Source: an optimization exercise on an open RTL-to-GDS flow (aim: small area and a short achievable clock period). Production flows keep margins and buffers that such runs may drop.
Function was checked by simulation only, so behaviour that the tests miss may differ from the original.

Setup of the baseline:
// md_unit
module md_unit #(
  parameter int MULT_CYCLES = mdu_pkg::MULT_CYCLES_DEF,
  parameter int DIV_CYCLES  = mdu_pkg::DIV_CYCLES_DEF
) (
  input  logic        clk,
  input  logic        reset_n,
  input  logic        start,
  input  logic [3:0]  op,
  input  logic [31:0] a,
  input  logic [31:0] b,
  output logic        busy,
  output logic [31:0] hi,
  output logic [31:0] lo
);
  function automatic logic is_madd_op(input logic [3:0] op);
    is_madd_op = 1'b0;
  endfunction
  function automatic logic is_mul_op(input logic [3:0] op);
    is_mul_op = op == mdu_pkg::MD_MULT || op == mdu_pkg::MD_MULTU || is_madd_op(op);
  endfunction
  function automatic logic is_div_op(input logic [3:0] op);
    is_div_op = op == mdu_pkg::MD_DIV || op == mdu_pkg::MD_DIVU;
  endfunction
  function automatic logic is_signed_op(input logic [3:0] op);
    is_signed_op = op == mdu_pkg::MD_MULT || op == mdu_pkg::MD_DIV ||
                   op == mdu_pkg::MD_MADD || op == mdu_pkg::MD_MSUB;
  ...
Size: roughly 140 I/O pins.
clock: 125.0 ns
lec_check: 0
abc_area: 1
cap_margin: 20
core_margin: 2
core_utilization: 40
cts_buf_list: sky130_fd_sc_hd__clkbuf_4 sky130_fd_sc_hd__clkbuf_8
slew_margin: 20
standard.sh (not shown) runs the stock make flow with config.mk's settings and CLKGATE_MAP_FILE= SYNTH_SCRIPT=/design/flow/synth_recipe.tcl, a recipe that flattens the netlist after the stock synthesis.
==> flow/flow/run.sh <==
#!/bin/bash
# Standard layout, with plain buffers (instead of the resizer's default pick) on the ports.
set -euo pipefail
bash standard.sh BUFFER_PORTS_ARGS="-buffer_cell sky130_fd_sc_hd__buf_1" finish > make_finish.log 2>&1
## Diff of input files: the candidate against the baseline
--- a/flow/config.mk
+++ b/flow/config.mk
@@ -12 +11,0 @@
-export CTS_BUF_LIST = sky130_fd_sc_hd__clkbuf_4 sky130_fd_sc_hd__clkbuf_8
Notes after the runs:
Diff the baseline..the candidate | number of signal-net buffers in the layout | unchanged. The candidate ended up with a higher via count of the first global-routing pass than the baseline did. The candidate does better than the baseline on post-layout minimum cycle time. The baseline -> the candidate: wire length flat. Against the baseline as the reference, the candidate delivers a higher slack of the worst reg-to-reg path. The run with more setup slack is the candidate; the baseline has less. Per the final summary, the candidate finished and its layout is clean on timing, DRC and antenna. Of the candidate and the baseline, the run reporting the higher number of antenna violations at the first check in global routing was the baseline.

== job 5416 ==
md_unit, a different RTL version from the one above (not shown whole).
For scale: roughly 2300 cells after synthesis, ~180 flip-flops, ~140 I/O pins, roughly 0.017 mm2 of cells after synthesis.
export LEC_CHECK = 0
export ABC_AREA = 1
export CAP_MARGIN = 20
export CORE_MARGIN = 2
export CORE_UTILIZATION = 40
export SLEW_MARGIN = 20
create_clock -name core_clock -period 125.0 [get_ports {clk}]
==> flow/flow/run.sh <==
#!/bin/bash
# Standard layout, with plain buffers on the ports; timing repair also works on paths with less
# than 98.8 ns of slack (the input port paths), which set the achieved period.
set -euo pipefail
bash standard.sh BUFFER_PORTS_ARGS="-buffer_cell sky130_fd_sc_hd__buf_1" SETUP_SLACK_MARGIN=98.8 CTS_ARGS="-sink_clustering_enable -repair_clock_nets -dont_use_dummy_load -root_buf sky130_fd_sc_hd__clkbuf_16 -buf_list sky130_fd_sc_hd__clkbuf_8 -sink_buffer_max_cap_derate 0.002" finish > make_finish.log 2>&1
The following lists how job 305 was set up differently from job 5416:
Settings: GPL_TIMING_DRIVEN now 0, previously not set.
==> flow/flow/run.sh <==
#!/bin/bash
# Standard layout, with plain buffers on the ports; timing repair also works on paths with less
# than 98.8 ns of slack (the input port paths), which set the achieved period.
set -euo pipefail
bash standard.sh BUFFER_PORTS_ARGS="-buffer_cell sky130_fd_sc_hd__buf_1" SETUP_SLACK_MARGIN=98.8 CTS_ARGS="-sink_clustering_enable -repair_clock_nets -dont_use_dummy_load -root_buf sky130_fd_sc_hd__clkbuf_16 -buf_list {sky130_fd_sc_hd__clkbuf_8 sky130_fd_sc_hd__clkbuf_16}" finish > make_finish.log 2>&1
==> comparison <==
Job 305: full flow OK, the timing, design-rule and antenna checks passed. Critical path endpoint: hi[6]$_DFF_PN0_ -> job 5416, hi[27]$_DFF_PN0_ -> job 305. Summary of the comparison: count of buffers not belonging to the clock network in the layout is higher in job 305, relative to job 5416. Setup slack after placement on job 305 is behind job 5416. When the final numbers for job 305 and job 5416 were put side by side, the post-detailed-routing wire length turned out to be greater in job 305. Compared with job 5416, placement density in the core of job 305 is higher.

Setup of run 1:
md_unit again, from the RTL that the note above started with.
==> flow/config.mk <==
export PLATFORM = sky130hd
export DESIGN_NAME = md_unit
export DESIGN_NICKNAME = md_unit
export VERILOG_FILES = /design/flow/design.v
export SDC_FILE = /design/flow/constraint.sdc
export NUM_CORES = 4
export LEC_CHECK = 0
export ABC_AREA = 1
export CAP_MARGIN = 20
export CORE_MARGIN = 2
export CORE_UTILIZATION = 40
export SLEW_MARGIN = 20
==> flow/constraint.sdc <==
create_clock -name core_clock -period 125.0 [get_ports {clk}]
set_input_delay 25.0000 -clock core_clock [delete_from_list [all_inputs] [get_ports {clk}]]
set_output_delay 25.0000 -clock core_clock [all_outputs]
set_load 0.01 [all_outputs]
==> flow/flow/run.sh <==
#!/bin/bash
# Standard layout, with plain buffers on the ports; timing repair also works on paths with less
# than 98.8 ns of slack (the input port paths), which set the achieved period.
set -euo pipefail
bash standard.sh BUFFER_PORTS_ARGS="-buffer_cell sky130_fd_sc_hd__buf_1" SETUP_SLACK_MARGIN=98.8 CTS_ARGS="-sink_clustering_enable -repair_clock_nets -dont_use_dummy_load -root_buf sky130_fd_sc_hd__clkbuf_16 -buf_list sky130_fd_sc_hd__clkbuf_8 -sink_buffer_max_cap_derate 0.5" finish > make_finish.log 2>&1
Run 1 did not stop at any stage, and its layout met the timing, design-rule and antenna checks.
Relative to run 1, the following input files were edited for run 2:
==> flow/flow/run.sh <==
#!/bin/bash
# Standard layout, with plain buffers on the ports; timing repair also works on paths with less
# than 98.8 ns of slack (the input port paths), which set the achieved period.
set -euo pipefail
bash standard.sh BUFFER_PORTS_ARGS="-buffer_cell sky130_fd_sc_hd__buf_1" SETUP_SLACK_MARGIN=98.8 CTS_ARGS="-sink_clustering_enable -repair_clock_nets -dont_use_dummy_load -root_buf sky130_fd_sc_hd__clkbuf_16 -buf_list sky130_fd_sc_hd__clkbuf_8" finish > make_finish.log 2>&1
diff --git a/flow/config.mk b/flow/config.mk
--- a/flow/config.mk
+++ b/flow/config.mk
@@ -10,3 +10,3 @@
 export CORE_MARGIN = 2
-export CORE_UTILIZATION = 40
+export CORE_UTILIZATION = 60
 export SLEW_MARGIN = 20
Results
Run 2: flow completed, timing, DRC and antenna clean. Run 2: final critical-path setup slack is 0.0094 ns higher than what run 1 reported. From run 1 to run 2, critical path depth did not move at all. Looking at critical path endpoint, the hi[16] result is from run 2; the hi[6] one comes from run 1. Looking at clock latency on the worst-skew pair, run 2 sits 0.02 ns below run 1. Summary: with run 1 as the reference, non-clock buffer count in run 2 moved up slightly.
Here is what was changed in the inputs of run 3 compared with run 2.
diff --git a/flow/config.mk b/flow/config.mk
--- a/flow/config.mk
+++ b/flow/config.mk
@@ -10,3 +10,4 @@
 export CORE_MARGIN = 2
-export CORE_UTILIZATION = 60
+export CORE_UTILIZATION = 40
+export PLACE_DENSITY = 0.8
 export SLEW_MARGIN = 20
Findings:
Taking run 3 as 1.0, run 2 lands at 0.71 on tap cell count.
In the tables for run 3 and run 2, utilization reads higher with run 2.
Measured slew at the worst slew-check pin across run 3 and run 2: no real change.
Comparing run 3 with run 2, the relative slew slack came out essentially unchanged.
In run 3, the routed wire length came out about 5% above the value in run 2.
For run 2, the timing endpoint of the critical path was hi[16], unlike run 3, where it was lo[26].
Comparing run 3 and run 2, portion of the layout cell area used by non-clock buffers is lower on run 2.
Changes observed in run 3 relative to run 2: worst-case setup margin in the final layout now sits lower; share of layout cells above drive strength 1 +0.41 points; global-route usage down 12 points.
Run 3 vs run 2 on routed length on met1: run 3 is the higher one.
Here is what was changed in the inputs of run 4 compared with run 3.
==> flow/flow/run.sh <==
#!/bin/bash
# Standard layout, with plain buffers on the ports; timing repair also works on paths with less
# than 98.8 ns of slack (the input port paths), which set the achieved period.
set -euo pipefail
bash standard.sh BUFFER_PORTS_ARGS="-buffer_cell sky130_fd_sc_hd__buf_1" SETUP_SLACK_MARGIN=98.8 CTS_ARGS="-sink_clustering_enable -repair_clock_nets -dont_use_dummy_load -root_buf sky130_fd_sc_hd__clkbuf_16 -buf_list sky130_fd_sc_hd__clkbuf_8 -sink_clustering_max_diameter 60" finish > make_finish.log 2>&1
diff --git a/flow/config.mk b/flow/config.mk
--- a/flow/config.mk
+++ b/flow/config.mk
@@ -11,3 +11,2 @@
 export CORE_UTILIZATION = 40
-export PLACE_DENSITY = 0.8
 export SLEW_MARGIN = 20
Findings:
When run 4 is measured against run 3, its slack of the critical path turns out 0.011 ns higher.
Higher total number of vias was reported by run 3, not run 4.
Delta(detail-routed via count per cell, run 4 - run 3) < 0
Taking run 3 as the reference, in run 4 final cell count went down 0.31%.

Starting RTL as in the previous note.
export LEC_CHECK = 0
export ABC_AREA = 1
export CAP_MARGIN = 20
export CORE_MARGIN = 2
export CORE_UTILIZATION = 40
export SLEW_MARGIN = 20
create_clock -name core_clock -period 125.0 [get_ports {clk}]
==> flow/flow/run.sh <==
#!/bin/bash
# Standard layout, with plain buffers on the ports; timing repair also works on paths with less
# than 98.8 ns of slack (the input port paths), which set the achieved period.
set -euo pipefail
bash standard.sh BUFFER_PORTS_ARGS="-buffer_cell sky130_fd_sc_hd__buf_1" SETUP_SLACK_MARGIN=98.8 CTS_ARGS="-sink_clustering_enable -repair_clock_nets -dont_use_dummy_load -root_buf sky130_fd_sc_hd__clkbuf_16 -buf_list sky130_fd_sc_hd__clkbuf_8 -sink_clustering_size 10" finish > make_finish.log 2>&1
==> next run, changes <==
==> flow/flow/run.sh (replaced) <==
#!/bin/bash
# Standard layout, with plain buffers on the ports; timing repair also works on paths with less
# than 98.8 ns of slack (the input port paths), which set the achieved period.
set -euo pipefail
bash standard.sh BUFFER_PORTS_ARGS="-buffer_cell sky130_fd_sc_hd__buf_1" SETUP_SLACK_MARGIN=98.8 CTS_ARGS="-sink_clustering_enable -repair_clock_nets -dont_use_dummy_load -root_buf sky130_fd_sc_hd__clkbuf_16 -buf_list sky130_fd_sc_hd__clkbuf_8" finish > make_finish.log 2>&1
Settings changed: CORE_UTILIZATION 40 to 70.
Utilization grows by 32 points.
Via count is higher by a few percent.
Design area goes down slightly.
Synthesized area stays the same.
Final cell count falls by a little under a tenth.
Maximum frequency hardly moves.
Routed wire length came out lower by a little under a tenth.
Clock skew drops by 0.0060 ns.
==> next run, changes <==
Settings changed: CORE_UTILIZATION 70 to 40, TNS_END_PERCENT from default to 10.
Effect: Area after synthesis does not change. Via count came out lower by about 5.3%. Hold slack degrades by 0.012 ns. Sequential share of layout area fell by 0.26 points. Worst setup slack is worse by 0.0046 ns. Wire length went up by 8.3%.
==> next run, changes <==
==> flow/flow/run.sh (replaced) <==
#!/bin/bash
# Standard layout, with plain buffers on the ports; timing repair also works on paths with less
# than 98.8 ns of slack (the input port paths), which set the achieved period.
set -euo pipefail
bash standard.sh BUFFER_PORTS_ARGS="-buffer_cell sky130_fd_sc_hd__buf_1" SETUP_SLACK_MARGIN=98.8 CTS_ARGS="-sink_clustering_enable -repair_clock_nets -dont_use_dummy_load -root_buf sky130_fd_sc_hd__clkbuf_16 -buf_list {sky130_fd_sc_hd__clkbuf_8 sky130_fd_sc_hd__clkbuf_16}" finish > make_finish.log 2>&1
Settings changed: CAP_MARGIN 20 to 5, SLEW_MARGIN 20 to 5, TNS_END_PERCENT 10 to default.
Outcome: The new run went through all stages and came out clean; clock skew shrinks by 0.023 ns; utilization rose by 0.61 points; design area went up by 1.4%; cell count barely changes; non-clock buffer count rose by 3; worst hold slack gets worse by 0.0036 ns; die area does not change; wire length increases by about 0.6%; maximum frequency stays flat; setup slack hardly moves.
==> next run, changes <==
==> flow/flow/run.sh (replaced) <==
#!/bin/bash
# Standard layout, with plain buffers on the ports; timing repair also works on paths with less
# than 98.8 ns of slack (the input port paths), which set the achieved period.
set -euo pipefail
bash standard.sh BUFFER_PORTS_ARGS="-buffer_cell sky130_fd_sc_hd__buf_1" SETUP_SLACK_MARGIN=98.8 CTS_ARGS="-sink_clustering_enable -repair_clock_nets -dont_use_dummy_load -root_buf sky130_fd_sc_hd__clkbuf_16 -buf_list sky130_fd_sc_hd__clkbuf_8 -sink_clustering_max_diameter 40 -sink_clustering_size 10" finish > make_finish.log 2>&1
Settings changed: CAP_MARGIN 5 to 20, SLEW_MARGIN 5 to 20.
Result: The new run went through all stages and came out clean; worst setup slack is better by 0.035 ns; count of clock-buffer cells in the layout is unchanged; design area is lower slightly; first-iteration DRC count came out higher slightly; cell count stays flat.

what the ideal ports hide:
In the flow no input, the clock included, has a driving cell. The finished layouts below were timed again as built, in two steps.
Step 1 sets driving cells, clkbuf_16 on the clock port and buf_2 on the other inputs (assumed; they add their load-dependent delay and slew).
Step 2 times the ports against the registers' clock, not the clock port: input delays grow and output delays shrink by t, the midpoint of the rising clock arrivals with the driver on.
a / b / c = ideal / step 1 / step 2; a / b = the first two.
run | shift t [ns] | setup WS [ns] | worst setup path at the end
the baseline | 0.621 | 98.273 / 98.223 / 97.885 | input to register
the candidate | 0.546 | 98.335 / 98.280 / 97.886 | input to register
job 5416 | 0.472 | 98.893 / 98.848 / 98.456 | input to register
job 305 | 0.546 | 98.795 / 98.819 / 98.274 | input to register
run 1 | 0.472 | 98.893 / 98.848 / 98.456 | input to register
run 2 | 0.449 | 98.902 / 98.883 / 98.476 | input to register
run 3 | 0.458 | 98.882 / 98.851 / 98.450 | input to register
run 4 | 0.472 | 98.893 / 98.848 / 98.456 | input to register
the first run of note 4 | 0.472 | 98.893 / 98.848 / 98.456 | input to register
the second run of note 4 | 0.444 | 98.865 / 98.868 / 98.451 | input to register
the third run of note 4 | 0.471 | 98.860 / 98.835 / 98.426 | input to register
the fourth run of note 4 | 0.522 | 98.857 / 98.800 / 98.421 | input to register
the fifth run of note 4 | 0.472 | 98.893 / 98.848 / 98.456 | input to register
After both steps setup and hold are still met in every run listed. For job 305, which loses most, drivers alone change the setup slack by +0.024 ns; drivers and shift together by -0.521 ns.
